Context: an optimization exercise on an open-source flow, tuned for small area and a short achievable clock period. The choices shown serve that exercise and are no tape-out recipe. RTL that was checked went through simulation tests only; none was proved equivalent to the original. No functional check of the RTL was part of runs 2 and 3. Power is estimated from default activity; no workload was simulated.

File: flow/config.mk
export PLATFORM = sky130hd
export DESIGN_NAME = logic_probe_trigger
export DESIGN_NICKNAME = logic_probe_trigger
export VERILOG_FILES = /design/flow/design.v
export SDC_FILE = /design/flow/constraint.sdc
export NUM_CORES = 4
export LEC_CHECK = 0
export CAP_MARGIN = 20
export CORE_MARGIN = 2
export CORE_UTILIZATION = 72
export CTS_CLUSTER_DIAMETER = 80
export CTS_CLUSTER_SIZE = 30
export SETUP_SLACK_MARGIN = 1.7
export SLEW_MARGIN = 60
export SYNTH_HIERARCHICAL = 1
File: flow/constraint.sdc
create_clock -name core_clock -period 3.5 [get_ports {clock}]
set_input_delay 0.7000 -clock core_clock [delete_from_list [all_inputs] [get_ports {clock}]]
set_output_delay 0.7000 -clock core_clock [all_outputs]
set_load 0.01 [all_outputs]
File: flow/design.v
module logic_probe_trigger #(
    parameter int WIDTH = 128,
    parameter int CNTW  = 16
) (
    input  logic                  clock,
    input  logic                  reset,
    input  logic                  arm,
    input  logic [WIDTH-1:0]      channels,
    input  logic [WIDTH-1:0]      match_mask,
    input  logic [WIDTH-1:0]      match_value,
    input  logic [WIDTH-1:0]      edge_mask,
    input  logic [CNTW-1:0]       occurrences,
    input  logic [CNTW-1:0]       delay,
    input  logic [CNTW-1:0]       sample_div,
    output logic [WIDTH-1:0]      channels_out,
    output logic                  trigger,
    output logic                  sample,
    output logic [1:0]            status
);
    localparam logic [1:0] IDLE  = 2'd0;
    localparam logic [1:0] ARMED = 2'd1;
    localparam logic [1:0] DELAY = 2'd2;
    localparam logic [1:0] FIRED = 2'd3;
    localparam int NGRP = WIDTH / 4;
    logic [1:0]       state_q;
    logic [1:0]       stat_q;
    logic             trigger_q;
    logic             sample_q;
    logic [WIDTH-1:0] ch_q;
    logic [WIDTH-1:0] chout_q;
    logic [WIDTH-1:0] mask_q;
    logic [WIDTH-1:0] value_q;
    logic [WIDTH-1:0] edge_q;
    logic [NGRP-1:0]  grp_q;
    logic [CNTW-1:0]  occ_cnt_q;
    logic             occ_dec_q;
    logic             occ_gt1_q;
    logic             occ_gt2_q;
    logic [CNTW-1:0]  dly_cnt_q;
    logic             dly_zero_q;
    logic             dly_le1_q;
    logic [CNTW-1:0]  div_cnt_q;
    logic             div_zero_q;
    logic             arm_ok_s;
    logic             more_s;
    logic             count_s;
    logic [1:0]       hit_state_s;
    logic [1:0]       idle_state_s;
    logic [WIDTH-1:0] mask_d_s;
    logic [WIDTH-1:0] value_d_s;
    logic [WIDTH-1:0] edge_d_s;
    logic [5:0]       hit_d_s;
    logic [5:0]       idle_d_s;
    logic [5:0]       next_d_s;
    assign arm_ok_s = arm && (state_q != FIRED);
    function automatic logic [CNTW-1:0] dec(input logic [CNTW-1:0] x);
        logic [CNTW-1:0] flip;
        for (int i = 0; i < CNTW; i++) flip[i] = ~|(x & ((CNTW'(1) << i) - CNTW'(1)));
        dec = x ^ flip;
    endfunction
    for (genvar i = 0; i < WIDTH; i++) begin : g_cfg
        lpt_mux u_m (.s(arm), .a(match_mask[i]),  .b(mask_q[i]),  .y(mask_d_s[i]));
        lpt_mux u_v (.s(arm), .a(match_value[i]), .b(value_q[i]), .y(value_d_s[i]));
        lpt_mux u_e (.s(arm), .a(edge_mask[i]),   .b(edge_q[i]),  .y(edge_d_s[i]));
    end
    logic [WIDTH-1:0] bit_ok_s;
    logic [NGRP-1:0]  grp_d_s;
    for (genvar i = 0; i < WIDTH; i++) begin : g_bit
        lpt_bit_ok u_ok (.q(channels[i]), .qq(ch_q[i]), .m(mask_d_s[i]), .v(value_d_s[i]),
                         .e(edge_d_s[i]), .ok(bit_ok_s[i]));
    end
    for (genvar i = 0; i < NGRP; i++) begin : g_l1
        lpt_nand4 u_n (.a(bit_ok_s[4*i +: 4]), .y(grp_d_s[i]));
    end
    logic [15:0] grp8_s;
    logic [3:0]  grp32_n_s;
    logic [5:0]  grp64_s;
    for (genvar i = 0; i < 16; i++) begin : g_l2
        lpt_nor2 u_n (.a(grp_q[2*i +: 2]), .y(grp8_s[i]));
    end
    for (genvar i = 0; i < 4; i++) begin : g_l3
        lpt_nand4 u_n (.a(grp8_s[4*i +: 4]), .y(grp32_n_s[i]));
    end
    for (genvar i = 0; i < 6; i++) begin : g_l4
        lpt_nor2 u_n (.a(grp32_n_s[2*(i%2) +: 2]), .y(grp64_s[i]));
    end
    for (genvar i = 0; i < 6; i++) begin : g_sel
        lpt_sel u_s (.a(grp64_s[2*(i/2)]), .b(grp64_s[2*(i/2)+1]), .h(hit_d_s[i]),
                     .i(idle_d_s[i]), .y(next_d_s[i]));
    end
    always_comb begin
        more_s  = occ_dec_q ? occ_gt2_q : occ_gt1_q;
        count_s = (state_q == ARMED) && !arm_ok_s;
        if (arm_ok_s) begin
            idle_state_s = ARMED;
            hit_state_s  = ARMED;
        end else if (state_q == ARMED) begin
            idle_state_s = ARMED;
            hit_state_s  = more_s ? ARMED : (dly_zero_q ? FIRED : DELAY);
        end else if (state_q == DELAY && dly_le1_q) begin
            idle_state_s = FIRED;
            hit_state_s  = FIRED;
        end else begin
            idle_state_s = state_q;
            hit_state_s  = state_q;
        end
        if (reset) begin
            idle_state_s = IDLE;
            hit_state_s  = IDLE;
        end
        hit_d_s  = {count_s && more_s && !reset, hit_state_s == FIRED, hit_state_s, hit_state_s};
        idle_d_s = {1'b0, idle_state_s == FIRED, idle_state_s, idle_state_s};
    end
    always_ff @(posedge clock) begin
        if (reset) begin
            ch_q    <= {WIDTH{1'b0}};
            chout_q <= {WIDTH{1'b0}};
        end else begin
            ch_q    <= channels;
            chout_q <= ch_q;
        end
    end
    always_ff @(posedge clock) begin
        mask_q  <= mask_d_s;
        value_q <= value_d_s;
        edge_q  <= edge_d_s;
        grp_q   <= grp_d_s;
    end
    always_ff @(posedge clock) begin
        state_q   <= next_d_s[1:0];
        stat_q    <= next_d_s[3:2];
        trigger_q <= next_d_s[4];
        occ_dec_q <= next_d_s[5];
    end
    always_ff @(posedge clock) begin
        if (arm) begin
            occ_cnt_q <= (occurrences == {CNTW{1'b0}}) ? {{(CNTW-1){1'b0}}, 1'b1} : occurrences;
            occ_gt1_q <= |occurrences[CNTW-1:1];
            occ_gt2_q <= |occurrences[CNTW-1:2] | &occurrences[1:0];
        end else if (occ_dec_q) begin
            occ_cnt_q <= dec(occ_cnt_q);
            occ_gt1_q <= |occ_cnt_q[CNTW-1:2] | &occ_cnt_q[1:0];
            occ_gt2_q <= |occ_cnt_q[CNTW-1:2];
        end
    end
    always_ff @(posedge clock) begin
        if (arm) begin
            dly_cnt_q  <= delay;
            dly_zero_q <= delay == {CNTW{1'b0}};
            dly_le1_q  <= ~|delay[CNTW-1:1];
        end else if (state_q == DELAY) begin
            dly_cnt_q  <= dec(dly_cnt_q);
            dly_le1_q  <= ~|dly_cnt_q[CNTW-1:2] & ~&dly_cnt_q[1:0];
        end
    end
    always_ff @(posedge clock) begin
        if (reset) begin
            div_cnt_q  <= {CNTW{1'b0}};
            div_zero_q <= 1'b1;
            sample_q   <= 1'b0;
        end else if (div_zero_q) begin
            div_cnt_q  <= sample_div;
            div_zero_q <= sample_div == {CNTW{1'b0}};
            sample_q   <= 1'b1;
        end else begin
            div_cnt_q  <= dec(div_cnt_q);
            div_zero_q <= ~|div_cnt_q[CNTW-1:1] & div_cnt_q[0];
            sample_q   <= 1'b0;
        end
    end
    assign channels_out = chout_q;
    assign trigger      = trigger_q;
    assign sample       = sample_q;
    assign status       = stat_q;
endmodule
module lpt_bit_ok (
    input  logic q,
    input  logic qq,
    input  logic m,
    input  logic v,
    input  logic e,
    output logic ok
);
    logic diff_s;   
    logic same_s;   
    lpt_xor2 u_d (.a(q), .b(v), .y(diff_s));
    lpt_xnor2 u_s (.a(qq), .b(v), .y(same_s));
    lpt_aoi32 u_o (.a1(m), .a2(e), .a3(same_s), .b1(m), .b2(diff_s), .y(ok));
endmodule
module lpt_xor2 (
    input  logic a,
    input  logic b,
    output logic y
);
    assign y = a ^ b;
endmodule
module lpt_xnor2 (
    input  logic a,
    input  logic b,
    output logic y
);
    assign y = ~(a ^ b);
endmodule
module lpt_aoi32 (
    input  logic a1,
    input  logic a2,
    input  logic a3,
    input  logic b1,
    input  logic b2,
    output logic y
);
    assign y = ~((a1 & a2 & a3) | (b1 & b2));
endmodule
module lpt_mux (
    input  logic s,
    input  logic a,
    input  logic b,
    output logic y
);
    assign y = s ? a : b;
endmodule
module lpt_nand4 (
    input  logic [3:0] a,
    output logic       y
);
    assign y = ~&a;
endmodule
module lpt_nor2 (
    input  logic [1:0] a,
    output logic       y
);
    assign y = ~|a;
endmodule
module lpt_sel (
    input  logic a,
    input  logic b,
    input  logic h,
    input  logic i,
    output logic y
);
    assign y = (a & b) ? h : i;
endmodule
File: flow/flow/run.sh
#!/bin/bash
# Standard layout, with plain buffers (buf_1) on the ports instead of the default delay buffers,
# ABC told that gate outputs drive a light load (so that it does not pick x4 cells for the small
# single-gate modules of the design), and timing repair free to resize cells across footprints.
set -euo pipefail
bash standard.sh "BUFFER_PORTS_ARGS=-buffer_cell sky130_fd_sc_hd__buf_1" "ABC_LOAD_IN_FF=1" "MATCH_CELL_FOOTPRINT=0" finish > standard_make.log 2>&1
File: flow/standard.sh
#!/bin/bash
# synth_recipe.tcl (not shown) runs the flow's synth.tcl, then flattens the netlist and writes it again
# the make line also repeats each setting of config.mk as NAME=value (left out here)
make -C /OpenROAD-flow-scripts/flow DESIGN_CONFIG=/design/flow/config.mk WORK_HOME=/design/flow/orfs CLKGATE_MAP_FILE= SYNTH_SCRIPT=/design/flow/synth_recipe.tcl "${@:-finish}"
==> reports/qor.csv, run 1 <==
stage,metric,value,unit
sta,min_period_over_period,54.95,%
worst_setup_path,reg2reg_to,div_cnt_q[12],
power_and_ir_drop,power_per_cell_area,503.2,nW/um^2
sta,number_of_hold_slack_violations_in_the_final_timing_report,0,
clocking,number_of_clock_sinks,732,
cells_and_area,final_core_utilization,87.24,%
worst_setup_path,worst_setup_path_startpoint,div_cnt_q[1],
clocking,clock_tree.htree_level_count,1,
die,core_area,36430,sq um
flow_run,drv.max_cap_violation_count,0,
synthesis,async_reset_ff_share,0,%
clocking,tritoncts,done,
synthesis,synthesis.instances,2138,
worst_setup_path,critical_path.startpoint_type,flop,
worst_setup_path,worstSetupEndpointType,flop,
clocking,worst_skew_pair.late_latency,0.61,ns
clocking,tritoncts.num_buffers,30,
worst_hold_path,hold_class,input pin to flop,
clocking,cts.root.buffer_cell,clkbuf_16,
sta,worstMarginPinSlew,0.5788,ns
power_and_ir_drop,seqPwrFrac,58.9,%
route,antenna_violating_nets_remaining,0,
route,num_vias,19630,
global_routing,grt_overflow_total,0,
sta,setup-violations-final,0,
worst_setup_path,worst-r2r-setup-slack,1.58,ns
power_and_ir_drop,power_frac_comb,14.5,%
worst_hold_path,hold_path_end,edge_q[65],
synthesis,synth-edff-count,36,
worst_setup_path,master_of_the_slowest_instance_on_the_critical_path,or4b_4,
sta,timing.fmax,519.9,MHz
synthesis,synth_sequential_area_ratio,56.74,%
worst_hold_path,hp-start,edge_mask[65],
global_routing,grt_max_degree,78,
die,fp.dieH,195.7,um
synthesis,synth_cell_types,49,
cells_and_area,drive_above_1_share,10.80,%
worst_setup_path,worst-endpoint-arrival,2.43,ns
clocking,clock_path_buffers,3,
worst_setup_path,timing.reg2reg.worst_path_depth,5,
clocking,holdBufCountCts,0,
route,post_drt_wl_per_cell,23.18,um
power_and_ir_drop,net-switching-power,0.004052,W
worst_setup_path,critical-path-top-delay-family,simple AND/OR/NAND/NOR gates,
sta,clock-skew-final,0.02847,ns
power_and_ir_drop,clockPowerShare,26.6,%
power_and_ir_drop,intPower,0.01194,W
global_routing,vias_in_the_first_global_route,20070,
worst_setup_path,critical_path_maximum_fanout,5,
run_status,outcome,timing/DRC/antenna clean,
synthesis,synthesis.area_per_instance,12.38,sq um
synthesis,synth_area,26460,sq um
cells_and_area,fillerInstances,1890,
route,firstDrtPassIters,6,
worst_setup_path,critical-path-max-stage-delay,0.59,ns
die,die_outline_area,38300,sq um
power_and_ir_drop,p_leak,12.13,nW
cells_and_area,nNetsFinal,3453,
synthesis,ys_seq_elements,732,
worst_setup_path,timing.critical_path.buf_inv,1,
clocking,clk_transition_reported_paths,0.11,ns
global_routing,grt_use_total,38.65,%
route,drt-initial-drc-count,1004,
route,drc,0,
synthesis,synth_nets,2715,
die,number_of_placement_rows,70,
worst_setup_path,worst_r2r_startpoint,div_cnt_q[1],
global_routing,grt_pass1_wl,112500,um
worst_hold_path,min_path_cells,2,
route,vias_per_cell,5.752,
cells_and_area,layout-area-overhead-vs-synth,20.12,%
sta,grt_setup_unrepaired,true,
synthesis,yosysWarnings,7,
power_and_ir_drop,ir_worst_vdd,0.4919,mV
global_routing,number_of_antenna_violations_at_the_first_check_in_global_routing,57,
synthesis,synth_flop_cell,dfxtp_1,
synthesis,synthDominantCellAreaShare,52.65,%
route,routed_wl,79090,um
sta,period_minus_slack,1.923,ns
placed_design,gp_congestion,0.9805,
sta,maxSlewViolCount,0,
placed_design,place.port_buffers,694,
worst_setup_path,critical_setup_path_kind,flop to flop,
synthesis,synth_top_area_cell,dfxtp_1,
power_and_ir_drop,power.share.switching,25.33,%
worst_setup_path,path_cells,"inv_2, ha_4, or3b_4, or4b_4, a311oi_2",
die,die_x,195.7,um
placed_design,hpwl,59800,um
sta,relSlewSlack,61.42,%
synthesis,synthTopCellsByArea,"dfxtp_1, mux2_1, nor2b_1",
die,ios,695,
worst_setup_path,cp.required,4.00,ns
die,initial_core_util,72.63,%
sta,setup-tns-final,0,ns
-- Yosys stat by module (local to each module, per instance), excerpt --
module     cells  copies in the design
lpt_aoi32      1                   128
lpt_nand4      1                    36
lpt_nor2       1                    22
lpt_sel        2                     6
lpt_xnor2      1                   128
lpt_xor2       1                   128
-- power groups by stage --
stage	Combinational, W	Sequential (W)	Clock, W
6_report	0.00231	0.00942	0.00426
5_1_grt	0.00250	0.00949	0.00455
4_1_cts	0.00222	0.00941	0.00429
3_5_place_dp	0.00213	0.00959	0
3_3_place_gp	0.00203	0.00954	0
2_1_floorplan	0.00136	0.00951	0
-- worst max path at each step --
stage | to | slack (ns) | cells after the start
2_1_floorplan | div_cnt_q[14] | 1.67 | 7
3_5_place_dp | grp_q[21] | 0.82 | 6
5_1_grt | div_cnt_q[13] | 1.53 | 6
4_1_cts | div_cnt_q[14] | 1.61 | 6
3_3_place_gp | grp_q[21] | 0.83 | 6
6_report | div_cnt_q[12] | 1.58 | 5
-- kinds of logic after synthesis --
group | count (synthesis) | synth area share, %
buffers and inverters | 64 | 0.9078
muxes | 394 | 16.76
xor gates and xnor gates | 279 | 9.234
other | 1 | 0.01417
DFF | 732 | 56.74
and+or+nand+nor | 462 | 10.02
adders and majority gates | 14 | 0.6619
AOI/OAI and AO/OA | 192 | 5.669
-- synth_stat cells (all sizes together), types with 3 or more instances --
| master | n |
|---|---|
| nor4b | 3 |
| a32oi | 128 |
| xnor2 | 139 |
| clkbuf | 40 |
| a311oi | 3 |
| nand4 | 46 |
| nor4 | 15 |
| nor2b | 257 |
| xor2 | 140 |
| ha | 14 |
| nand2 | 45 |
| nor2 | 59 |
| nor3b | 3 |
| edfxtp | 36 |
| a31oi | 3 |
| mux2 | 392 |
| o21ai | 29 |
| nand3 | 6 |
| dfxtp | 696 |
| inv | 22 |
| nor3 | 11 |
| a21oi | 17 |
-- layer usage --
layer | track usage, % | up-vias | share of wire (%)
li1 | - | 9072 | -
met1 | 39.38 | 9397 | 34
met2 | 67.58 | 837 | 49
met3 | 11.00 | 303 | 8.0
met4 | 29.07 | 18 | 8.3
met5 | 0 | - | 0.15
-- placed cells by master, fill, tap and decap left out, types with 3 or more instances in the layout --
master / n
dfxtp_1: 641
buf_1: 566
mux2_1: 388
nor2b_1: 257
xor2_1: 140
xnor2_1: 139
a32oi_1: 128
clkbuf_2: 66
nor2_1: 58
diode_2: 56
dfxtp_2: 54
buf_4: 49
nand4_1: 46
nand2_1: 45
buf_6: 37
edfxtp_1: 36
clkbuf_16: 34
o21ai_0: 21
inv_1: 19
a21oi_1: 16
buf_2: 15
nor4_1: 12
nor3_1: 10
o21ai_1: 7
ha_1: 7
nand3_1: 6
ha_2: 5
buf_12: 5
clkinv_4: 4
buf_16: 4
inv_2: 3
a31oi_1: 3
mux2_2: 3
-- timing repair --
| item | CTS | global route |
|---|---|---|
| gates cloned | 2 | 1 |
| hold endpoints to repair | 0 | 0 |
| pin swaps | 6 | 10 |
| buffers inserted | 11 | 12 |
| gates resized for setup | 176 | 182 |
| setup endpoints to repair | 149 | 151 |
-- registers in the layout, summed over array words and instances, names as in the netlist, 2 cells and up --
name and count:
ch_q 128, chout_q 128, edge_q 128, mask_q 128, value_q 128, grp_q 32
div_cnt_q 16, dly_cnt_q 16, occ_cnt_q 16, stat_q 2, state_q 2
-- layout make-up --
cell class / instances / area [sq um] / share of cell area (%)
diodes: 56 / 140.1 / 0.4409
clock buffers: 35 / 810.8 / 2.551
clock inverters: 9 / 93.84 / 0.2952
inverters: 22 / 82.58 / 0.2598
multi-input cells: 1342 / 11350 / 35.71
flip-flops and latches: 732 / 15090 / 47.46
well taps: 468 / 585.6 / 1.842
repair buffers: 748 / 3637 / 11.44
-- per-stage QoR --
stage	hold WS, ns	cells	worst slack (ns)	area (sq um)	total power [W]
2_1_floorplan	0.4326	2138	1.668	26510	0.01088
3_3_place_gp	0.4399	3286	0.8344	29850	0.01157
3_5_place_dp	0.4445	3286	0.8247	29870	0.01172
4_1_cts	0.2995	3343	1.610	31210	0.01591
5_1_grt	0.3156	3396	1.531	31750	0.01654
6_report	0.3152	3412	1.577	31790	0.01600
==> run 2, diff against run 1 <==
--- a/flow/design.v
+++ b/flow/design.v
@@ -33,6 +33,9 @@
     logic [WIDTH-1:0] edge_q;
     logic [NGRP-1:0]  grp_q;
     logic [CNTW-1:0]  occ_cnt_q;
+    logic             occ_lz_q;
+    logic             dly_lz_q;
+    logic             div_lz_q;
     logic             occ_dec_q;
     logic             occ_gt1_q;
     logic             occ_gt2_q;
@@ -48,25 +51,31 @@
     logic [1:0]       idle_state_s;
     logic [WIDTH-1:0] mask_d_s;
     logic [WIDTH-1:0] value_d_s;
+    logic [WIDTH-1:0] value_dn_s;   
     logic [WIDTH-1:0] edge_d_s;
     logic [5:0]       hit_d_s;
     logic [5:0]       idle_d_s;
     logic [5:0]       next_d_s;
     assign arm_ok_s = arm && (state_q != FIRED);
-    function automatic logic [CNTW-1:0] dec(input logic [CNTW-1:0] x);
-        logic [CNTW-1:0] flip;
-        for (int i = 0; i < CNTW; i++) flip[i] = ~|(x & ((CNTW'(1) << i) - CNTW'(1)));
-        dec = x ^ flip;
-    endfunction
+    logic [CNTW-1:0] occ_dec_s, dly_dec_s, div_dec_s;
+    lpt_dec8 u_dec_occ_lo (.x(occ_cnt_q[7:0]),  .y(occ_dec_s[7:0]));
+    lpt_dec8 u_dec_occ_hi (.x(occ_cnt_q[15:8]), .y(occ_dec_s[15:8]));
+    lpt_dec8 u_dec_dly_lo (.x(dly_cnt_q[7:0]),  .y(dly_dec_s[7:0]));
+    lpt_dec8 u_dec_dly_hi (.x(dly_cnt_q[15:8]), .y(dly_dec_s[15:8]));
+    lpt_dec8 u_dec_div_lo (.x(div_cnt_q[7:0]),  .y(div_dec_s[7:0]));
+    lpt_dec8 u_dec_div_hi (.x(div_cnt_q[15:8]), .y(div_dec_s[15:8]));
+    logic [CNTW-1:0] occ_load_s;
+    assign occ_load_s = (occurrences == {CNTW{1'b0}}) ? {{(CNTW-1){1'b0}}, 1'b1} : occurrences;
     for (genvar i = 0; i < WIDTH; i++) begin : g_cfg
         lpt_mux u_m (.s(arm), .a(match_mask[i]),  .b(mask_q[i]),  .y(mask_d_s[i]));
-        lpt_mux u_v (.s(arm), .a(match_value[i]), .b(value_q[i]), .y(value_d_s[i]));
+        lpt_muxi u_v (.s(arm), .a(match_value[i]), .b(value_q[i]), .y(value_dn_s[i]));
+        lpt_inv  u_vi (.a(value_dn_s[i]), .y(value_d_s[i]));
         lpt_mux u_e (.s(arm), .a(edge_mask[i]),   .b(edge_q[i]),  .y(edge_d_s[i]));
     end
     logic [WIDTH-1:0] bit_ok_s;
     logic [NGRP-1:0]  grp_d_s;
     for (genvar i = 0; i < WIDTH; i++) begin : g_bit
-        lpt_bit_ok u_ok (.q(channels[i]), .qq(ch_q[i]), .m(mask_d_s[i]), .v(value_d_s[i]),
+        lpt_bit_ok u_ok (.q(channels[i]), .qq(ch_q[i]), .m(mask_d_s[i]), .vn(value_dn_s[i]),
                          .e(edge_d_s[i]), .ok(bit_ok_s[i]));
     end
     for (genvar i = 0; i < NGRP; i++) begin : g_l1
@@ -134,11 +143,14 @@
     end
     always_ff @(posedge clock) begin
         if (arm) begin
-            occ_cnt_q <= (occurrences == {CNTW{1'b0}}) ? {{(CNTW-1){1'b0}}, 1'b1} : occurrences;
+            occ_cnt_q <= occ_load_s;
+            occ_lz_q  <= occ_load_s[7:0] == 8'd0;
             occ_gt1_q <= |occurrences[CNTW-1:1];
             occ_gt2_q <= |occurrences[CNTW-1:2] | &occurrences[1:0];
         end else if (occ_dec_q) begin
-            occ_cnt_q <= dec(occ_cnt_q);
+            occ_cnt_q[7:0] <= occ_dec_s[7:0];
+            if (occ_lz_q) occ_cnt_q[15:8] <= occ_dec_s[15:8];
+            occ_lz_q  <= occ_cnt_q[7:0] == 8'd1;
             occ_gt1_q <= |occ_cnt_q[CNTW-1:2] | &occ_cnt_q[1:0];
             occ_gt2_q <= |occ_cnt_q[CNTW-1:2];
         end
@@ -146,24 +158,31 @@
     always_ff @(posedge clock) begin
         if (arm) begin
             dly_cnt_q  <= delay;
+            dly_lz_q   <= delay[7:0] == 8'd0;
             dly_zero_q <= delay == {CNTW{1'b0}};
             dly_le1_q  <= ~|delay[CNTW-1:1];
         end else if (state_q == DELAY) begin
-            dly_cnt_q  <= dec(dly_cnt_q);
+            dly_cnt_q[7:0] <= dly_dec_s[7:0];
+            if (dly_lz_q) dly_cnt_q[15:8] <= dly_dec_s[15:8];
+            dly_lz_q   <= dly_cnt_q[7:0] == 8'd1;
             dly_le1_q  <= ~|dly_cnt_q[CNTW-1:2] & ~&dly_cnt_q[1:0];
         end
     end
     always_ff @(posedge clock) begin
         if (reset) begin
             div_cnt_q  <= {CNTW{1'b0}};
+            div_lz_q   <= 1'b1;
             div_zero_q <= 1'b1;
             sample_q   <= 1'b0;
         end else if (div_zero_q) begin
             div_cnt_q  <= sample_div;
+            div_lz_q   <= sample_div[7:0] == 8'd0;
             div_zero_q <= sample_div == {CNTW{1'b0}};
             sample_q   <= 1'b1;
         end else begin
-            div_cnt_q  <= dec(div_cnt_q);
+            div_cnt_q[7:0] <= div_dec_s[7:0];
+            if (div_lz_q) div_cnt_q[15:8] <= div_dec_s[15:8];
+            div_lz_q   <= div_cnt_q[7:0] == 8'd1;
             div_zero_q <= ~|div_cnt_q[CNTW-1:1] & div_cnt_q[0];
             sample_q   <= 1'b0;
         end
@@ -177,14 +196,14 @@
     input  logic q,
     input  logic qq,
     input  logic m,
-    input  logic v,
+    input  logic vn,
     input  logic e,
     output logic ok
 );
     logic diff_s;   
     logic same_s;   
-    lpt_xor2 u_d (.a(q), .b(v), .y(diff_s));
-    lpt_xnor2 u_s (.a(qq), .b(v), .y(same_s));
+    lpt_xnor2 u_d (.a(q), .b(vn), .y(diff_s));
+    lpt_xnor2 u_s (.a(q), .b(qq), .y(same_s));
     lpt_aoi32 u_o (.a1(m), .a2(e), .a3(same_s), .b1(m), .b2(diff_s), .y(ok));
 endmodule
 module lpt_xor2 (
@@ -219,6 +238,14 @@
 );
     assign y = s ? a : b;
 endmodule
+module lpt_muxi (
+    input  logic s,
+    input  logic a,
+    input  logic b,
+    output logic y
+);
+    assign y = ~(s ? a : b);
+endmodule
 module lpt_nand4 (
     input  logic [3:0] a,
     output logic       y
@@ -240,3 +267,72 @@
 );
     assign y = (a & b) ? h : i;
 endmodule
+module lpt_dec8 (
+    input  logic [7:0] x,
+    output logic [7:0] y
+);
+    logic [2:0] pz;      
+    logic [7:3] fl;      
+    for (genvar k = 0; k < 3; k++) begin : g_pz
+        lpt_nor2 u_p (.a(x[2*k +: 2]), .y(pz[k]));
+    end
+    lpt_inv    u_y0 (.a(x[0]), .y(y[0]));
+    lpt_xnor2  u_y1 (.a(x[1]), .b(x[0]), .y(y[1]));
+    lpt_xor2   u_y2 (.a(x[2]), .b(pz[0]), .y(y[2]));
+    lpt_nor3   u_f3 (.a(x[0]), .b(x[1]), .c(x[2]), .y(fl[3]));
+    lpt_xor2   u_y3 (.a(x[3]), .b(fl[3]), .y(y[3]));
+    lpt_nand2  u_f4 (.a(pz[0]), .b(pz[1]), .y(fl[4]));
+    lpt_xnor2  u_y4 (.a(x[4]), .b(fl[4]), .y(y[4]));
+    lpt_nand3b u_f5 (.an(x[4]), .b(pz[0]), .c(pz[1]), .y(fl[5]));
+    lpt_xnor2  u_y5 (.a(x[5]), .b(fl[5]), .y(y[5]));
+    lpt_nand3  u_f6 (.a(pz[0]), .b(pz[1]), .c(pz[2]), .y(fl[6]));
+    lpt_xnor2  u_y6 (.a(x[6]), .b(fl[6]), .y(y[6]));
+    lpt_nand4b u_f7 (.an(x[6]), .b(pz[0]), .c(pz[1]), .d(pz[2]), .y(fl[7]));
+    lpt_xnor2  u_y7 (.a(x[7]), .b(fl[7]), .y(y[7]));
+endmodule
+module lpt_inv (
+    input  logic a,
+    output logic y
+);
+    assign y = ~a;
+endmodule
+module lpt_nand2 (
+    input  logic a,
+    input  logic b,
+    output logic y
+);
+    assign y = ~(a & b);
+endmodule
+module lpt_nand3 (
+    input  logic a,
+    input  logic b,
+    input  logic c,
+    output logic y
+);
+    assign y = ~(a & b & c);
+endmodule
+module lpt_nand3b (
+    input  logic an,
+    input  logic b,
+    input  logic c,
+    output logic y
+);
+    assign y = ~(~an & b & c);
+endmodule
+module lpt_nand4b (
+    input  logic an,
+    input  logic b,
+    input  logic c,
+    input  logic d,
+    output logic y
+);
+    assign y = ~(~an & b & c & d);
+endmodule
+module lpt_nor3 (
+    input  logic a,
+    input  logic b,
+    input  logic c,
+    output logic y
+);
+    assign y = ~(a | b | c);
+endmodule
--- a/flow/config.mk
+++ b/flow/config.mk
@@ -11,5 +11,5 @@
 export CTS_CLUSTER_DIAMETER = 80
 export CTS_CLUSTER_SIZE = 30
 export SETUP_SLACK_MARGIN = 1.7
-export SLEW_MARGIN = 60
+export SLEW_MARGIN = 20
 export SYNTH_HIERARCHICAL = 1
==> reports/qor.csv, run 2 <==
stage,metric,value,unit,change
cells_and_area,nNetsFinal,3526,,was 3453
flow_run,drv.max_cap_violation_count,0,,unchanged
die,ios,695,,unchanged
worst_setup_path,critical_path_maximum_fanout,76,,was 5
synthesis,post-synth-top-count-cell,dfxtp_1,,unchanged
sta,clock-skew-final,0.02220,ns,was 0.02847 ns
power_and_ir_drop,ir_worst_vdd,0.6425,mV,was 0.4919 mV
clocking,clock_path_buffers,3,,unchanged
route,firstDrtPassIters,5,,was 6
synthesis,synth_area,27050,sq um,was 26460 sq um
worst_hold_path,hold_class,input pin to flop,,unchanged
route,routed_wl,77230,um,was 79090 um
synthesis,ys_seq_elements,735,,was 732
power_and_ir_drop,clockPowerShare,26.2,%,was 26.6%
power_and_ir_drop,net-switching-power,0.004485,W,was 0.004052 W
cells_and_area,layout_commonest_cell,dfxtp_1,,unchanged
clocking,number_of_clock_sinks,735,,was 732
synthesis,yosysWarnings,7,,unchanged
sta,relSlewSlack,28.97,%,was 61.42%
synthesis,async_reset_ff_share,0,%,unchanged
sta,number_of_hold_slack_violations_in_the_final_timing_report,0,,unchanged
route,post_drt_wl_per_cell,22.02,um,was 23.18 um
synthesis,synthTopCellsByArea,"dfxtp_1, mux2_1, xnor2_1",,"was dfxtp_1, mux2_1, nor2b_1"
route,antenna_violating_nets_remaining,0,,unchanged
run_status,outcome,timing/DRC/antenna clean,,unchanged
route,drc,0,,unchanged
worst_setup_path,worst_setup_path_startpoint,arm,,was div_cnt_q[1]
synthesis,synthesis.area_per_instance,11.96,sq um,was 12.38 sq um
worst_setup_path,critical_path.startpoint_type,input pin,,was flop
global_routing,number_of_antenna_violations_at_the_first_check_in_global_routing,67,,was 57
clocking,clock_tree.htree_level_count,1,,unchanged
clocking,worst_skew_pair.late_latency,0.62,ns,was 0.61 ns
worst_setup_path,worst-endpoint-arrival,2.35,ns,was 2.43 ns
global_routing,grt_overflow_total,0,,unchanged
die,core_area,36790,sq um,was 36430 sq um
die,number_of_placement_rows,70,,unchanged
die,die_outline_area,39140,sq um,was 38300 sq um
synthesis,synth_top_area_cell,dfxtp_1,,unchanged
worst_setup_path,worstSetupEndpointType,flop,,unchanged
clocking,cts.root.buffer_cell,clkbuf_16,,unchanged
global_routing,grt_pass1_wl,108300,um,was 112500 um
route,drt-initial-drc-count,921,,was 1004
sta,grt_setup_unrepaired,true,,unchanged
worst_hold_path,hp-start,edge_mask[104],,was edge_mask[65]
global_routing,grt_use_total,36.70,%,was 38.65%
cells_and_area,final_core_utilization,87.32,%,was 87.24%
clocking,clk_transition_reported_paths,0.11,ns,about the same
route,vias_per_cell,5.603,,was 5.752
cells_and_area,most-common-layout-cells,"dfxtp_1, buf_1, xnor2_1",,"was dfxtp_1, buf_1, mux2_1"
synthesis,synth_sequential_area_ratio,55.80,%,was 56.74%
clocking,tritoncts,done,,unchanged
die,initial_core_util,73.54,%,was 72.63%
synthesis,synth_cell_types,41,,was 49
sta,setup-tns-final,0,ns,unchanged
cells_and_area,layout-area-overhead-vs-synth,18.74,%,was 20.12%
placed_design,dpl-instance-area,30320,sq um,was 29870 sq um
clocking,tritoncts.num_buffers,31,,was 30
die,fp.dieH,197.8,um,was 195.7 um
synthesis,synth_nets,2824,,was 2715
placed_design,gp_congestion,0.9253,,was 0.9805
sta,maxSlewViolCount,0,,unchanged
worst_setup_path,critical_setup_path_kind,input pin to flop,,was flop to flop
placed_design,hpwl,58670,um,was 59800 um
sta,period_minus_slack,1.847,ns,was 1.923 ns
placed_design,post-place-ws,0.8758,ns,was 0.8247 ns
sta,worstMarginPinSlew,1.064,ns,was 0.5788 ns
sta,min_period_over_period,52.78,%,was 54.95%
synthesis,ys_top_cells_by_count,"dfxtp_1, xnor2_1, mux2_1, nor2b_1, mux2i_1",,"was dfxtp_1, mux2_1, nor2b_1, xor2_1, xnor2_1"
power_and_ir_drop,power_per_cell_area,525.7,nW/um^2,was 503.2 nW/um^2
route,num_vias,19650,,was 19630
die,die_x,197.8,um,was 195.7 um
global_routing,vias_in_the_first_global_route,19780,,was 20070
sta,worst_slack,1.653,ns,was 1.577 ns
placed_design,place.port_buffers,694,,unchanged
clocking,holdBufCountCts,0,,unchanged
power_and_ir_drop,intPower,0.01240,W,was 0.01194 W
synthesis,synthDominantCellAreaShare,51.58,%,was 52.65%
sta,timing.fmax,541.3,MHz,was 519.9 MHz
power_and_ir_drop,power.share.switching,26.56,%,was 25.33%
worst_setup_path,cp.required,4.00,ns,about the same
cells_and_area,drive_above_1_share,10.11,%,was 10.80%
worst_setup_path,worst_r2r_startpoint,occ_cnt_q[0],,was div_cnt_q[1]
synthesis,synth_flop_cell,dfxtp_1,,unchanged
power_and_ir_drop,p_leak,12.64,nW,was 12.13 nW
synthesis,synthesis.instances,2261,,was 2138
sta,setup-violations-final,0,,unchanged
power_and_ir_drop,power_frac_comb,16.4,%,was 14.5%
power_and_ir_drop,seqPwrFrac,57.5,%,was 58.9%
cells_and_area,final_cell_area,32120,sq um,was 31790 sq um
global_routing,grt_max_degree,88,,was 78
synthesis,synth-edff-count,38,,was 36
run 2: cell type report:
type,count,area [sq um]
fillers,1919,4664
diodes,61,152.6
repair buffers,710,3441
clock buffers,36,794.5
clock inverters,12,157.7
inverters,137,514.2
well taps,468,585.6
multi-input cells,1348,11290
flip-flops and latches,735,15190
run 2: stage by stage:
stage	power [W]	hold WS, ns	std cells
after floorplan	0.01158	0.4326	2261
after global placement	0.01233	0.4394	3398
after detailed placement	0.01250	0.4444	3398
after CTS	0.01680	0.2848	3446
after global routing	0.01749	0.2992	3500
final	0.01689	0.3047	3507
run 2: repair_timing:
action                                 in CTS  in global routing
gates resized for setup                   268                130
setup endpoints to repair                 133                105
setup buffers                               0                  0
endpoints found under the hold margin       0                  0
pin swaps                                   0                  0
run 2: final timing paths:
check | cells past startpoint | endpoint | slack (ns)
min reg2reg | 1 | edge_q[13] | 0.47
min | 2 | edge_q[104] | 0.30
max reg2reg | 4 | occ_cnt_q[6] | 1.82
max | 6 | grp_q[12] | 1.65
run 2: kinds of logic (layout without fill, tap and decap cells):
kind of cell,after synthesis,after routing,share of synthesized area (%)
AO/OA/AOI/OAI,157,157,4.759
AND/OR/NAND/NOR,453,453,9.667
XOR/XNOR,298,298,9.648
flip-flops,735,735,55.80
buffers and inverters,178,895,2.511
multiplexers,439,439,17.60
other,1,62,0.01386
run 2: per-module statistics from Yosys (local to each module, per instance), excerpt:
module               copies in the design  flops+latches  cells  cell area [sq um]
lpt_sel                                 6              0      2              15.01
logic_probe_trigger                     1            735   1199              18010
lpt_mux                               256              0      1              11.26
lpt_nand3                               6              0      1              5.005
lpt_xnor2                             286              0      1              8.758
lpt_inv                               134              0      1              3.754
lpt_nand2                               6              0      1              3.754
lpt_nor2                               40              0      1              3.754
lpt_nand4b                              6              0      1              8.758
lpt_muxi                              128              0      1              10.01
lpt_nand3b                              6              0      1              7.507
run 2: critical path: stages:
cell and delay, ns:
buf_6 0.30, buf_16 0.37, mux2i_1 0.39, xnor2_1 0.15, a32oi_1 0.20, nand4_1 0.12
run 2: per-layer routing:
layer  track usage (%)  routed length (um)
met1             36.99               26560
met2             64.87               38630
met3             10.90                6096
met4             26.04                5832
met5                 0                 103
run 2: power groups by stage:
stage / clock (W) / combinational, W / sequential [W]
detailed placement: 0 / 0.00263 / 0.00987
floorplan: 0 / 0.00185 / 0.00972
finish: 0.00442 / 0.00276 / 0.00971
global route: 0.00469 / 0.00301 / 0.00979
CTS: 0.00442 / 0.00269 / 0.00969
global placement: 0 / 0.00250 / 0.00983
==> run 3, diff against run 2 <==
==> flow/flow/run.sh (replaced) <==
#!/bin/bash
# Standard layout, with plain buffers (buf_1) on the ports instead of the default delay buffers,
# and ABC told that gate outputs drive a light load (so that it does not pick x4 cells for the
# small single-gate modules of the design).
set -euo pipefail
bash standard.sh "BUFFER_PORTS_ARGS=-buffer_cell sky130_fd_sc_hd__buf_1" "ABC_LOAD_IN_FF=1" finish > standard_make.log 2>&1
==> reports/qor.csv, run 3 <==
stage,metric,value,unit,change
run_status,outcome,timing/DRC/antenna clean,,unchanged
clocking,clock_path_buffers,3,,unchanged
sta,period_minus_slack,1.831,ns,was 1.847 ns
sta,grt_setup_unrepaired,true,,unchanged
cells_and_area,most-common-layout-cells,"dfxtp_1, buf_1, xnor2_1",,unchanged
worst_setup_path,worst-r2r-setup-slack,1.81,ns,was 1.82 ns
worst_setup_path,worstSetupEndpointType,flop,,unchanged
route,num_vias,19590,,was 19650
sta,number_of_hold_slack_violations_in_the_final_timing_report,0,,unchanged
clocking,clk_transition_reported_paths,0.11,ns,about the same
synthesis,synth_top_area_cell,dfxtp_1,,unchanged
synthesis,synthTopCellsByArea,"dfxtp_1, mux2_1, xnor2_1",,unchanged
clocking,worst_skew_pair.late_latency,0.62,ns,about the same
route,routed_wl,76760,um,was 77230 um
synthesis,synthDominantCellAreaShare,51.58,%,unchanged
route,drc,0,,unchanged
worst_hold_path,hp-start,edge_mask[104],,unchanged
worst_setup_path,cp.required,3.99,ns,was 4.00 ns
sta,min_period_over_period,52.32,%,was 52.78%
die,die_x,197.8,um,unchanged
cells_and_area,drive_above_1_share,9.738,%,was 10.11%
global_routing,grt_pass1_wl,108200,um,was 108300 um
clocking,tritoncts,done,,unchanged
clocking,number_of_clock_sinks,735,,unchanged
sta,setup-violations-final,0,,unchanged
synthesis,synth_sequential_area_ratio,55.80,%,unchanged
synthesis,async_reset_ff_share,0,%,unchanged
worst_setup_path,critical-path-max-stage-delay,0.37,ns,was 0.39 ns
synthesis,synth_area,27050,sq um,unchanged
worst_setup_path,master_of_the_slowest_instance_on_the_critical_path,buf_16,,was mux2i_1
sta,setup-tns-final,0,ns,unchanged
synthesis,synth_flop_cell,dfxtp_1,,unchanged
cells_and_area,layout_commonest_cell,dfxtp_1,,unchanged
synthesis,yosysWarnings,7,,unchanged
worst_setup_path,critical_path_maximum_fanout,69,,was 76
cells_and_area,layout-area-overhead-vs-synth,18.64,%,was 18.74%
worst_hold_path,hold_class,input pin to flop,,unchanged
worst_setup_path,critical-path-top-delay-family,buffers and inverters,,unchanged
power_and_ir_drop,power_per_cell_area,525.5,nW/um^2,was 525.7 nW/um^2
route,firstDrtPassIters,5,,unchanged
route,vias_per_cell,5.591,,was 5.603
sta,worstMarginPinSlew,1.059,ns,was 1.064 ns
sta,maxSlewViolCount,0,,unchanged
sta,clock-skew-final,0.02302,ns,was 0.02220 ns
worst_setup_path,worst_r2r_startpoint,occ_cnt_q[0],,unchanged
sta,relSlewSlack,29.30,%,was 28.97%
route,antenna_violating_nets_remaining,0,,unchanged
worst_setup_path,critical_setup_path_kind,input pin to flop,,unchanged
power_and_ir_drop,ir_worst_vdd,0.6425,mV,about the same
synthesis,post-synth-top-count-cell,dfxtp_1,,unchanged
synthesis,ys_seq_elements,735,,unchanged
die,core_area,36790,sq um,unchanged
sta,timing.fmax,546.1,MHz,was 541.3 MHz
clocking,clock_tree.htree_level_count,1,,unchanged
global_routing,grt_use_total,36.69,%,was 36.70%
global_routing,grt_max_degree,88,,unchanged
clocking,holdBufCountCts,0,,unchanged
synthesis,synth_cell_types,41,,unchanged
worst_hold_path,min_path_cells,2,,unchanged
placed_design,gp_congestion,0.9253,,unchanged
synthesis,ys_top_cells_by_count,"dfxtp_1, xnor2_1, mux2_1, nor2b_1, mux2i_1",,unchanged
die,fp.dieH,197.8,um,unchanged
clocking,tritoncts.num_buffers,31,,unchanged
worst_setup_path,reg2reg_to,occ_cnt_q[6],,unchanged
route,post_drt_wl_per_cell,21.91,um,was 22.02 um
clocking,cts.root.buffer_cell,clkbuf_16,,unchanged
die,number_of_placement_rows,70,,unchanged
synthesis,synth-edff-count,38,,unchanged
global_routing,grt_overflow_total,0,,unchanged
synthesis,synth_nets,2824,,unchanged
worst_setup_path,worst-endpoint-arrival,2.32,ns,was 2.35 ns
route,drt-initial-drc-count,948,,was 921
worst_setup_path,timing.reg2reg.worst_path_depth,4,,unchanged
worst_hold_path,hold_path_end,edge_q[104],,unchanged
clocking,postCtsSetupBuffers,0,,unchanged
flow_run,drv.max_cap_violation_count,0,,unchanged
cells_and_area,nNetsFinal,3526,,unchanged
global_routing,number_of_antenna_violations_at_the_first_check_in_global_routing,64,,was 67
synthesis,synthesis.area_per_instance,11.96,sq um,unchanged
clocking,cts_resized,201,,was 268
placed_design,place.port_buffers,694,,unchanged
worst_setup_path,timing.critical_path.buf_inv,2,,unchanged
die,die_outline_area,39140,sq um,unchanged
worst_setup_path,path_cells,"clkbuf_8, buf_16, mux2i_1, xnor2_1, a32oi_1, nand4_1",,"was buf_6, buf_16, mux2i_1, xnor2_1, a32oi_1, nand4_1"
synthesis,synthesis.instances,2261,,unchanged
cells_and_area,final_core_utilization,87.25,%,was 87.32%
die,ios,695,,unchanged
placed_design,hpwl,58670,um,unchanged
global_routing,vias_in_the_first_global_route,19820,,was 19780
die,initial_core_util,73.54,%,unchanged
worst_setup_path,critical_path.startpoint_type,input pin,,unchanged
power_and_ir_drop,p_leak,12.65,nW,was 12.64 nW
[run 3: final cells by class]
cell class / count / area (sq um)
Antenna cell: 58 / 145.1
Clock buffer: 36 / 794.5
Clock inverter: 12 / 157.7
Fill cell: 1922 / 4690
Inverter: 137 / 514.2
Multi-Input combinational cell: 1348 / 11290
Sequential cell: 735 / 15180
Tap cell: 468 / 585.6
Timing Repair Buffer: 710 / 3437
[run 3: cell families (layout without fill, tap and decap cells)]
| group | count (synthesis) | in the layout | share of synthesized area, % |
|---|---|---|---|
| XOR/XNOR | 298 | 298 | 9.648 |
| other | 1 | 59 | 0.01386 |
| AO/OA/AOI/OAI | 157 | 157 | 4.759 |
| AND/OR/NAND/NOR | 453 | 453 | 9.667 |
| flip-flops | 735 | 735 | 55.80 |
| buffers and inverters | 178 | 895 | 2.511 |
| multiplexers | 439 | 439 | 17.60 |
[run 3: power breakdown]
group / leakage [nW] / internal (W) / switching (W)
Clock: 0.465 / 0.00177 / 0.00264
Combinational: 5.96 / 0.00136 / 0.00139
Sequential: 6.23 / 0.00927 / 0.000437
Total: 12.7 / 0.0124 / 0.00447
[run 3: stage by stage]
stage / std cells / cell area, sq um / power, W / setup WS (ns) / hold slack [ns]
6_report: 3504 / 32100 / 0.01687 / 1.669 / 0.3027
5_1_grt: 3497 / 32080 / 0.01748 / 1.586 / 0.2992
4_1_cts: 3446 / 31670 / 0.01680 / 1.666 / 0.2848
3_5_place_dp: 3398 / 30320 / 0.01250 / 0.8758 / 0.4444
3_3_place_gp: 3398 / 30320 / 0.01233 / 0.9428 / 0.4394
2_1_floorplan: 2261 / 27050 / 0.01158 / 1.711 / 0.4326
[run 3: layer usage]
layer	wire length (um)	vias up	part of all wire, %	GRT usage [%]
met4	5639	16	7.3	25.81
met2	38550	758	50	64.97
met1	26420	9335	34	36.93
met3	6049	262	7.9	10.95
li1	-	9221	-	-
met5	104	-	0.14	0
[run 3: per-module statistics from Yosys, one instance, submodules excluded, a selection]
module	flip-flops and latches	copies in the design	cells inside
lpt_muxi	0	128	1
lpt_nand4b	0	6	1
lpt_nand3b	0	6	1
lpt_nand3	0	6	1
lpt_nor3	0	6	1
lpt_nand2	0	6	1
[run 3: worst max-delay path by stage]
stage | start | to | slack, ns | cells past startpoint
2_1_floorplan | arm | stat_q[1] | 1.71 | 6
3_3_place_gp | arm | grp_q[30] | 0.94 | 5
4_1_cts | chout_q[110] | channels_out[110] | 1.67 | 1
6_report | arm | grp_q[6] | 1.67 | 6
3_5_place_dp | arm | grp_q[30] | 0.88 | 5
5_1_grt | arm | grp_q[6] | 1.59 | 6
[run 3: worst register-to-register path, cell delays in order, from the launching register on]
cell      delay (ns)
edfxtp_1        0.50
nor2_1          0.34
nand3_1         0.17
xnor2_1         0.17
mux2_2          0.26
==> run 4, diff against run 3 <==
--- a/flow/design.v
+++ b/flow/design.v
@@ -66,11 +66,15 @@
     lpt_dec8 u_dec_div_hi (.x(div_cnt_q[15:8]), .y(div_dec_s[15:8]));
     logic [CNTW-1:0] occ_load_s;
     assign occ_load_s = (occurrences == {CNTW{1'b0}}) ? {{(CNTW-1){1'b0}}, 1'b1} : occurrences;
+    logic [8:0] load_s;
+    for (genvar k = 0; k < 9; k++) begin : g_load
+        lpt_and2b u_l (.a(arm), .bn(reset), .y(load_s[k]));
+    end
     for (genvar i = 0; i < WIDTH; i++) begin : g_cfg
-        lpt_mux u_m (.s(arm), .a(match_mask[i]),  .b(mask_q[i]),  .y(mask_d_s[i]));
-        lpt_muxi u_v (.s(arm), .a(match_value[i]), .b(value_q[i]), .y(value_dn_s[i]));
+        lpt_mux  u_m  (.s(load_s[i/16]), .a(match_mask[i]),  .b(mask_q[i]),  .y(mask_d_s[i]));
+        lpt_muxi u_v  (.s(load_s[i/16]), .a(match_value[i]), .b(value_q[i]), .y(value_dn_s[i]));
         lpt_inv  u_vi (.a(value_dn_s[i]), .y(value_d_s[i]));
-        lpt_mux u_e (.s(arm), .a(edge_mask[i]),   .b(edge_q[i]),  .y(edge_d_s[i]));
+        lpt_mux  u_e  (.s(load_s[i/16]), .a(edge_mask[i]),   .b(edge_q[i]),  .y(edge_d_s[i]));
     end
     logic [WIDTH-1:0] bit_ok_s;
     logic [NGRP-1:0]  grp_d_s;
@@ -142,9 +146,9 @@
         occ_dec_q <= next_d_s[5];
     end
     always_ff @(posedge clock) begin
-        if (arm) begin
+        if (load_s[8]) begin
             occ_cnt_q <= occ_load_s;
-            occ_lz_q  <= occ_load_s[7:0] == 8'd0;
+            occ_lz_q  <= ~|occurrences[7:0] & |occurrences[15:8];
             occ_gt1_q <= |occurrences[CNTW-1:1];
             occ_gt2_q <= |occurrences[CNTW-1:2] | &occurrences[1:0];
         end else if (occ_dec_q) begin
@@ -156,7 +160,7 @@
         end
     end
     always_ff @(posedge clock) begin
-        if (arm) begin
+        if (load_s[8]) begin
             dly_cnt_q  <= delay;
             dly_lz_q   <= delay[7:0] == 8'd0;
             dly_zero_q <= delay == {CNTW{1'b0}};
@@ -246,6 +250,13 @@
 );
     assign y = ~(s ? a : b);
 endmodule
+module lpt_and2b (
+    input  logic a,
+    input  logic bn,
+    output logic y
+);
+    assign y = a & ~bn;
+endmodule
 module lpt_nand4 (
     input  logic [3:0] a,
     output logic       y
--- a/flow/config.mk
+++ b/flow/config.mk
@@ -10,6 +10,6 @@
 export CORE_UTILIZATION = 72
 export CTS_CLUSTER_DIAMETER = 80
 export CTS_CLUSTER_SIZE = 30
-export SETUP_SLACK_MARGIN = 1.7
+export SETUP_SLACK_MARGIN = 1.8
 export SLEW_MARGIN = 20
 export SYNTH_HIERARCHICAL = 1
==> reports/qor.csv, run 4 <==
stage,metric,value,unit,change
sta,setup-violations-final,0,,unchanged
synthesis,synth_area,27070,sq um,was 27050 sq um
cells_and_area,layout_commonest_cell,dfxtp_1,,unchanged
worst_setup_path,critical_setup_path_kind,input pin to flop,,unchanged
synthesis,synthesis.instances,2260,,was 2261
synthesis,ys_top_cells_by_count,"dfxtp_1, xnor2_1, nor2b_1, mux2_1, mux2i_1",,"was dfxtp_1, xnor2_1, mux2_1, nor2b_1, mux2i_1"
synthesis,synthesis.area_per_instance,11.98,sq um,was 11.96 sq um
global_routing,grt_use_total,38.55,%,was 36.69%
synthesis,largest_family_of_logic_cells_by_synthesized_area,multiplexers,,unchanged
placed_design,hpwl,58020,um,was 58670 um
synthesis,muxShareOfSynthArea,17.55,%,was 17.60%
worst_setup_path,timing.reg2reg.worst_path_depth,5,,was 4
worst_setup_path,worst_r2r_startpoint,grp_q[24],,was occ_cnt_q[0]
worst_setup_path,critical_path.endpoint,grp_q[21],,was grp_q[6]
synthesis,post-synth-top-count-cell,dfxtp_1,,unchanged
cells_and_area,drive_above_1_share,15.55,%,was 9.738%
synthesis,synth_nets,2823,,was 2824
sta,worstMarginPinSlew,0.8539,ns,was 1.059 ns
synthesis,synth_adder_area_share,0,%,unchanged
clocking,clk_transition_reported_paths,0.11,ns,about the same
synthesis,synthTopCellsByArea,"dfxtp_1, mux2_1, xnor2_1",,unchanged
cells_and_area,layout-area-overhead-vs-synth,25.54,%,was 18.64%
route,routed_wl,90670,um,was 76760 um
route,antenna_violating_nets_remaining,0,,unchanged
cells_and_area,fillerInstances,1532,,was 1922
worst_setup_path,critical_path_maximum_fanout,14,,was 69
placed_design,place.port_buffers,694,,unchanged
power_and_ir_drop,post-layout-total-power,0.01878,W,was 0.01687 W
die,initial_core_util,72.56,%,was 73.54%
sta,relSlewSlack,43.07,%,was 29.30%
flow_run,drv.max_cap_violation_count,0,,unchanged
worst_setup_path,worst-endpoint-arrival,2.24,ns,was 2.32 ns
cells_and_area,nNetsFinal,3577,,was 3526
global_routing,grt_overflow_total,0,,unchanged
route,drc,0,,unchanged
clocking,clock_path_buffers,3,,unchanged
worst_setup_path,reg2reg_to,state_q[0],,was occ_cnt_q[6]
die,die_outline_area,39170,sq um,was 39140 sq um
sta,grt_setup_unrepaired,true,,unchanged
die,die_x,197.9,um,was 197.8 um
global_routing,vias_in_the_first_global_route,20250,,was 19820
global_routing,number_of_antenna_violations_at_the_first_check_in_global_routing,66,,was 64
sta,clock-skew-final,0.02228,ns,was 0.02302 ns
worst_setup_path,critical_path.startpoint_type,input pin,,unchanged
worst_setup_path,worstSetupEndpointType,flop,,unchanged
worst_setup_path,cp.required,3.93,ns,was 3.99 ns
synthesis,xor_and_xnor_fraction_of_the_mapped_netlist_area,9.641,%,was 9.648%
clocking,number_of_clock_sinks,735,,unchanged
clocking,tritoncts.num_buffers,34,,was 31
cells_and_area,multi_input_area,11730,sq um,was 11290 sq um
clocking,tritoncts,done,,unchanged
route,vias_per_cell,5.933,,was 5.591
clocking,worst_skew_pair.late_latency,0.58,ns,was 0.62 ns
die,number_of_placement_rows,71,,was 70
cells_and_area,sequential_cell_area,15230,sq um,was 15180 sq um
synthesis,async_reset_ff_share,0,%,unchanged
synthesis,synth-edff-count,38,,unchanged
die,ios,695,,unchanged
sta,min_period_over_period,51.63,%,was 52.32%
global_routing,grt_max_degree,73,,was 88
clocking,cts.root.buffer_cell,clkbuf_16,,unchanged
sta,setup-tns-final,0,ns,unchanged
synthesis,ys_seq_elements,735,,unchanged
run_status,outcome,timing/DRC/antenna clean,,unchanged
synthesis,yosysWarnings,7,,unchanged
worst_hold_path,hold_class,input pin to flop,,unchanged
sta,worst_slack,1.693,ns,was 1.669 ns
sta,period_minus_slack,1.807,ns,was 1.831 ns
sta,number_of_hold_slack_violations_in_the_final_timing_report,0,,unchanged
synthesis,synth_flop_cell,dfxtp_1,,unchanged
synthesis,synthSimpleGateAreaFrac,9.756,%,was 9.667%
placed_design,post-place-ws,0.4239,ns,was 0.8758 ns
worst_setup_path,worst_setup_path_startpoint,reset,,was arm
power_and_ir_drop,ir_worst_vdd,0.4871,mV,was 0.6425 mV
synthesis,synth_cell_types,40,,was 41
synthesis,synth_sequential_area_ratio,55.76,%,was 55.80%
synthesis,synthDominantCellAreaShare,51.54,%,was 51.58%
placed_design,gp_congestion,0.9515,,was 0.9253
power_and_ir_drop,power_per_cell_area,552.6,nW/um^2,was 525.5 nW/um^2
clocking,clock_tree.htree_level_count,2,,was 1
route,post_drt_wl_per_cell,25.29,um,was 21.91 um
sta,timing.fmax,553.3,MHz,was 546.1 MHz
route,firstDrtPassIters,6,,was 5
global_routing,grt_pass1_wl,113500,um,was 108200 um
synthesis,synth_top_area_cell,dfxtp_1,,unchanged
die,core_area,37310,sq um,was 36790 sq um
worst_setup_path,worst-r2r-setup-slack,1.77,ns,was 1.81 ns
power_and_ir_drop,p_leak,13.06,nW,was 12.65 nW
die,fp.dieH,197.9,um,was 197.8 um
cells_and_area,most-common-layout-cells,"dfxtp_1, buf_1, xnor2_1",,unchanged
synthesis,synth_compound_gate_area_share,4.793,%,was 4.759%
route,num_vias,21270,,was 19590
sta,maxSlewViolCount,0,,unchanged
sta,whs,0.3488,ns,was 0.3027 ns
route,drt-initial-drc-count,1530,,was 948
-- run 4: cell count changes in the layout (fill, tap and decap cells not counted), sizes merged, moves of 3 or more --
cell      change
buf          +55
diode        +19
nor2b         +9
clkbuf        -5
nand2         -4
nor4          -4
a21oi         -3
bufinv        +3
clkinvlp      +3
inv           +3
nor2          -3
or4           +3
-- run 4: kinds of logic after synthesis --
family                    after synthesis
DFF                                   735
and+or+nand+nor                       454
AOI/OAI and AO/OA                     157
muxes                                 438
other                                   1
xor gates and xnor gates              298
buffers and inverters                 177
-- run 4: per-module statistics from Yosys (local to each module, per instance), excerpt --
module      flops+latches  times used  area [sq um]
lpt_sel                 0           6         15.01
lpt_mux                 0         256         11.26
lpt_xnor2               0         286         8.758
lpt_nand4b              0           6         8.758
lpt_aoi32               0         128         8.758
lpt_xor2                0          12         8.758
lpt_and2b               0           9         6.256
lpt_inv                 0         134         3.754
-- run 4: critical path, cell delays in order --
cell       delay (ns)
clkbuf_16        0.18
nor2b_4          0.16
buf_12           0.15
clkbuf_16        0.16
mux2_1           0.36
a32oi_1          0.31
nand4_1          0.17
-- run 4: layer usage --
metal | GRT usage [%] | wire length (um) | share of wire, % | vias up
met5 | 0 | 174 | 0.19 | -
met4 | 25.23 | 7724 | 8.5 | 24
met3 | 13.81 | 9439 | 10 | 476
met2 | 65.90 | 43310 | 48 | 1268
met1 | 40.07 | 30030 | 33 | 10120
li1 | - | - | - | 9386
-- run 4: power breakdown --
group | total, W | internal (W) | switching, W | leakage (nW)
clock network | 0.00516 | 0.00233 | 0.00282 | 0.586
logic | 0.00355 | 0.00174 | 0.00182 | 6.24
registers | 0.0101 | 0.00952 | 0.000548 | 6.23
-- run 4: timing repair --
| action | 4_1_cts | 5_1_grt |
|---|---|---|
| resized for setup | 345 | 142 |
| setup endpoints to repair | 687 | 189 |
| hold buffers | 0 | 0 |
| pin swaps | 3 | 13 |
| setup buffers | 8 | 13 |
| gates cloned | 7 | 21 |
-- run 4: layout make-up --
| class | count | area share (%) |
|---|---|---|
| Clock inverter | 19 | 0.7952 |
| Antenna cell | 77 | 0.5669 |
| Sequential cell | 735 | 44.82 |
| Multi-Input combinational cell | 1348 | 34.50 |
| Inverter | 137 | 1.513 |
| Timing Repair Buffer | 758 | 13.30 |
| Clock buffer | 38 | 2.765 |
| Tap cell | 474 | 1.745 |
-- run 4: how the worst min path moves through the flow --
stage              startpoint     endpoint  slack, ns  cells past startpoint
2_1_floorplan       edge_q[0]    edge_q[0]       0.43                      1
3_3_place_gp       edge_q[35]   edge_q[35]       0.44                      1
5_1_grt         edge_mask[38]   edge_q[38]       0.35                      2
3_5_place_dp       edge_q[33]   edge_q[33]       0.44                      1
6_report       edge_mask[122]  edge_q[122]       0.35                      2
4_1_cts         edge_mask[66]   edge_q[66]       0.34                      2
-- run 4: through the flow --
| stage | instance area (sq um) | cells | util (%) |
|---|---|---|---|
| global placement | 30410 | 3403 | 81.50 |
| floorplan | 27130 | 2260 | - |
| global route | 33920 | 3559 | 90.91 |
| detailed placement | 30410 | 3403 | 81.50 |
| CTS | 32700 | 3475 | 87.63 |
| finish | 33990 | 3586 | 91.09 |
==> run 5, diff against run 4 <==
--- a/flow/config.mk
+++ b/flow/config.mk
@@ -10,6 +10,6 @@
 export CORE_UTILIZATION = 72
 export CTS_CLUSTER_DIAMETER = 80
 export CTS_CLUSTER_SIZE = 30
-export SETUP_SLACK_MARGIN = 1.8
+export SETUP_SLACK_MARGIN = 1.6
 export SLEW_MARGIN = 20
 export SYNTH_HIERARCHICAL = 1
==> reports/qor.csv, run 5 <==
stage,metric,value,unit,change
die,die_x,197.9,um,unchanged
route,num_vias,19550,,was 21270
sta,number_of_hold_slack_violations_in_the_final_timing_report,0,,unchanged
die,initial_core_util,72.56,%,unchanged
synthesis,synthTopCellsByArea,"dfxtp_1, mux2_1, xnor2_1",,unchanged
synthesis,synth_nets,2823,,unchanged
worst_setup_path,worstSetupEndpointType,flop,,unchanged
sta,setup-violations-final,0,,unchanged
clocking,clk_transition_reported_paths,0.11,ns,about the same
synthesis,synth_top_area_cell,dfxtp_1,,unchanged
synthesis,synth_flop_cell,dfxtp_1,,unchanged
worst_setup_path,critical_setup_path_kind,input pin to flop,,unchanged
global_routing,grt_use_total,36.82,%,was 38.55%
synthesis,ys_seq_elements,735,,unchanged
route,routed_wl,75740,um,was 90670 um
worst_hold_path,hp-start,edge_mask[112],,was edge_mask[122]
synthesis,synth-edff-count,38,,unchanged
sta,min_period_over_period,55.41,%,was 51.63%
global_routing,grt_pass1_wl,108800,um,was 113500 um
sta,setup-tns-final,0,ns,unchanged
route,drc,0,,unchanged
worst_setup_path,worst-r2r-setup-slack,1.70,ns,was 1.77 ns
route,antenna_violating_nets_remaining,0,,unchanged
worst_hold_path,min_path_cells,2,,unchanged
die,number_of_placement_rows,71,,unchanged
worst_hold_path,hold_path_end,edge_q[112],,was edge_q[122]
global_routing,groute.layer.met2.usage,62.96,%,was 65.90%
synthesis,ys_top_cells_by_count,"dfxtp_1, xnor2_1, nor2b_1, mux2_1, mux2i_1",,unchanged
worst_setup_path,cp.required,3.92,ns,was 3.93 ns
clocking,number_of_clock_sinks,735,,unchanged
run_status,outcome,timing/DRC/antenna clean,,unchanged
placed_design,gp_congestion,0.9515,,unchanged
route,drt-initial-drc-count,960,,was 1530
synthesis,synthDominantCellAreaShare,51.54,%,unchanged
global_routing,grt_max_degree,73,,unchanged
sta,period_minus_slack,1.939,ns,was 1.807 ns
worst_setup_path,timing.reg2reg.worst_path_depth,4,,was 5
placed_design,dpl-instance-area,30410,sq um,unchanged
synthesis,synthesis.area_per_instance,11.98,sq um,unchanged
worst_setup_path,reg2reg_to,dly_le1_q,,was state_q[0]
cells_and_area,most-common-layout-cells,"dfxtp_1, buf_1, xnor2_1",,unchanged
worst_setup_path,worst-endpoint-arrival,2.36,ns,was 2.24 ns
route,vias_per_cell,5.561,,was 5.933
synthesis,synth_cell_types,40,,unchanged
die,die_outline_area,39170,sq um,unchanged
route,post_drt_wl_per_cell,21.54,um,was 25.29 um
global_routing,met3_capacity_usage_during_global_routing,13.10,%,was 13.81%
global_routing,vias_in_the_first_global_route,19640,,was 20250
die,fp.dieH,197.9,um,unchanged
global_routing,grt.busiest_layer,met2,,unchanged
cells_and_area,layout-area-overhead-vs-synth,17.71,%,was 25.54%
power_and_ir_drop,power_per_cell_area,570.7,nW/um^2,was 552.6 nW/um^2
placed_design,hpwl,58020,um,unchanged
placed_design,place.port_buffers,694,,unchanged
flow_run,drv.max_cap_violation_count,0,,unchanged
global_routing,number_of_antenna_violations_at_the_first_check_in_global_routing,53,,was 66
cells_and_area,drive_above_1_share,4.482,%,was 15.55%
synthesis,post-synth-top-count-cell,dfxtp_1,,unchanged
sta,relSlewSlack,26.67,%,was 43.07%
power_and_ir_drop,ir_worst_vdd,0.4723,mV,was 0.4871 mV
worst_setup_path,critical_path_maximum_fanout,24,,was 14
sta,timing.fmax,515.7,MHz,was 553.3 MHz
die,ios,695,,unchanged
worst_setup_path,critical_path.startpoint_type,input pin,,unchanged
global_routing,global_route.usage.met1,38.60,%,was 40.07%
synthesis,yosysWarnings,7,,unchanged
clocking,cts.root.buffer_cell,clkbuf_16,,unchanged
synthesis,synthesis.instances,2260,,unchanged
worst_hold_path,hold_class,input pin to flop,,unchanged
global_routing,grt_overflow_total,0,,unchanged
clocking,clock_path_buffers,3,,unchanged
clocking,clock_tree.htree_level_count,2,,unchanged
sta,clock-skew-final,0.01406,ns,was 0.02228 ns
sta,worstMarginPinSlew,1.098,ns,was 0.8539 ns
worst_setup_path,worst_r2r_startpoint,dly_cnt_q[5],,was grp_q[24]
die,core_area,37310,sq um,unchanged
sta,grt_setup_unrepaired,true,,unchanged
synthesis,synth_area,27070,sq um,unchanged
clocking,tritoncts.num_buffers,34,,unchanged
route,firstDrtPassIters,5,,was 6
sta,maxSlewViolCount,0,,unchanged
power_and_ir_drop,p_leak,11.99,nW,was 13.06 nW
clocking,worst_skew_pair.late_latency,0.57,ns,was 0.58 ns
cells_and_area,final_cell_area,31870,sq um,was 33990 sq um
clocking,tritoncts,done,,unchanged
synthesis,async_reset_ff_share,0,%,unchanged
synthesis,synth_sequential_area_ratio,55.76,%,unchanged
cells_and_area,nNetsFinal,3532,,was 3577
cells_and_area,layout_commonest_cell,dfxtp_1,,unchanged
==> run 5: cell counts after synthesis <==
No cell type changed its count.
==> run 5: kinds of logic (layout without fill, tap and decap cells) <==
family / count (synthesis) / in the layout / synth area share [%]
multiplexers: 438 / 438 / 17.55
AND/OR/NAND/NOR: 454 / 454 / 9.756
buffers and inverters: 177 / 907 / 2.491
AO/OA/AOI/OAI: 157 / 157 / 4.793
XOR/XNOR: 298 / 298 / 9.641
flip-flops: 735 / 735 / 55.76
other: 1 / 53 / 0.01385
==> run 5: worst max-delay path, cell delays in order <==
cell and delay, ns:
buf_4 0.24, nor2b_4 0.27, buf_12 0.23, mux2_1 0.39, a32oi_1 0.31, nand4_1 0.19
==> run 5: repair_timing <==
item                       4_1_cts  5_1_grt
hold buffers                     0        0
gates cloned                     0        3
gates resized for setup         11        7
buffers inserted                 1        0
setup endpoints to repair      492       10
==> run 5: Yosys stat by module, one instance, submodules excluded, a selection <==
module	cell area, sq um	times used
lpt_xnor2	8.758	286
lpt_xor2	8.758	12
lpt_nor3	5.005	6
lpt_nand4b	8.758	6
lpt_inv	3.754	134
lpt_muxi	10.01	128
lpt_and2b	6.256	9
lpt_mux	11.26	256
lpt_aoi32	8.758	128
lpt_nand3	5.005	6
==> run 5: per-layer routing <==
layer | wire length, um | share of wire, %
met5 | 162 | 0.21
met3 | 7035 | 9.3
met4 | 4451 | 5.9
met2 | 37330 | 49
met1 | 26770 | 35
==> run 5: through the flow <==
step           worst slack [ns]  power (W)  hold WS (ns)  util, %  instances
2_1_floorplan             1.091    0.01225        0.4327        -       2260
3_3_place_gp             0.4475    0.01297        0.4393    81.50       3403
3_5_place_dp             0.4239    0.01318        0.4444    81.50       3403
4_1_cts                   1.619    0.01817        0.3384    84.80       3461
5_1_grt                   1.525    0.01892        0.3479    85.32       3502
6_report                  1.561    0.01818        0.3597    85.41       3516
==> run 5: final cells by class <==
class	count	area (sq um)
diodes	52	130.1
clock buffers	38	939.7
clock inverters	19	270.3
fillers	2113	5444
inverters	137	514.2
multi-input cells	1348	11390
flip-flops and latches	735	15100
well taps	474	593.1
repair buffers	713	2934
==> run 5: where the power goes <==
group          switching, W  internal (W)
Combinational       0.00158       0.00152
Sequential         0.000485       0.00951
Clock               0.00276       0.00233
Total               0.00482        0.0134
==> run 5: worst max-delay path by stage <==
stage	startpoint	to	slack, ns	cells past startpoint
6_report	arm	grp_q[14]	1.56	6
5_1_grt	arm	grp_q[14]	1.53	7
4_1_cts	trigger_q	trigger	1.62	1
3_5_place_dp	arm	grp_q[11]	0.42	6
3_3_place_gp	arm	grp_q[11]	0.45	6
2_1_floorplan	arm	grp_q[0]	1.09	4

## separate check: timing with driven ports
The results above use ideal ports. As a check the final layouts listed here were re-extracted and re-timed, cells and wires unchanged.
Step 1: set_driving_cell puts a clkbuf_16 on clock and a buf_2 on each other input, an assumption about the parent block.
Step 2 moves the port delays by t, midway between the first and last clock arrival at a register: inputs arrive t later, outputs are due t later. That takes back most of the time a late clock gives input paths.
Slacks: ideal ports / drivers / drivers and shift; pairs: ideal ports / drivers.
| run | t (ns) | setup slack, ns | hold WS [ns] |
|---|---|---|---|
| run 1 | 0.651 | 1.577 / 1.577 / 0.993 | 0.315 / 0.290 / 0.470 |
| run 2 | 0.669 | 1.653 / 1.608 / 0.999 | 0.305 / 0.277 / 0.469 |
| run 3 | 0.666 | 1.669 / 1.617 / 1.018 | 0.303 / 0.275 / 0.467 |
| run 4 | 0.625 | 1.693 / 1.626 / 1.000 | 0.349 / 0.331 / 0.468 |
| run 5 | 0.613 | 1.561 / 1.560 / 0.977 | 0.360 / 0.331 / 0.467 |
After both steps every run listed still meets setup and hold. The setup slack of run 4, which loses most, moves by -0.067 ns with the drivers and by -0.693 ns with both steps.
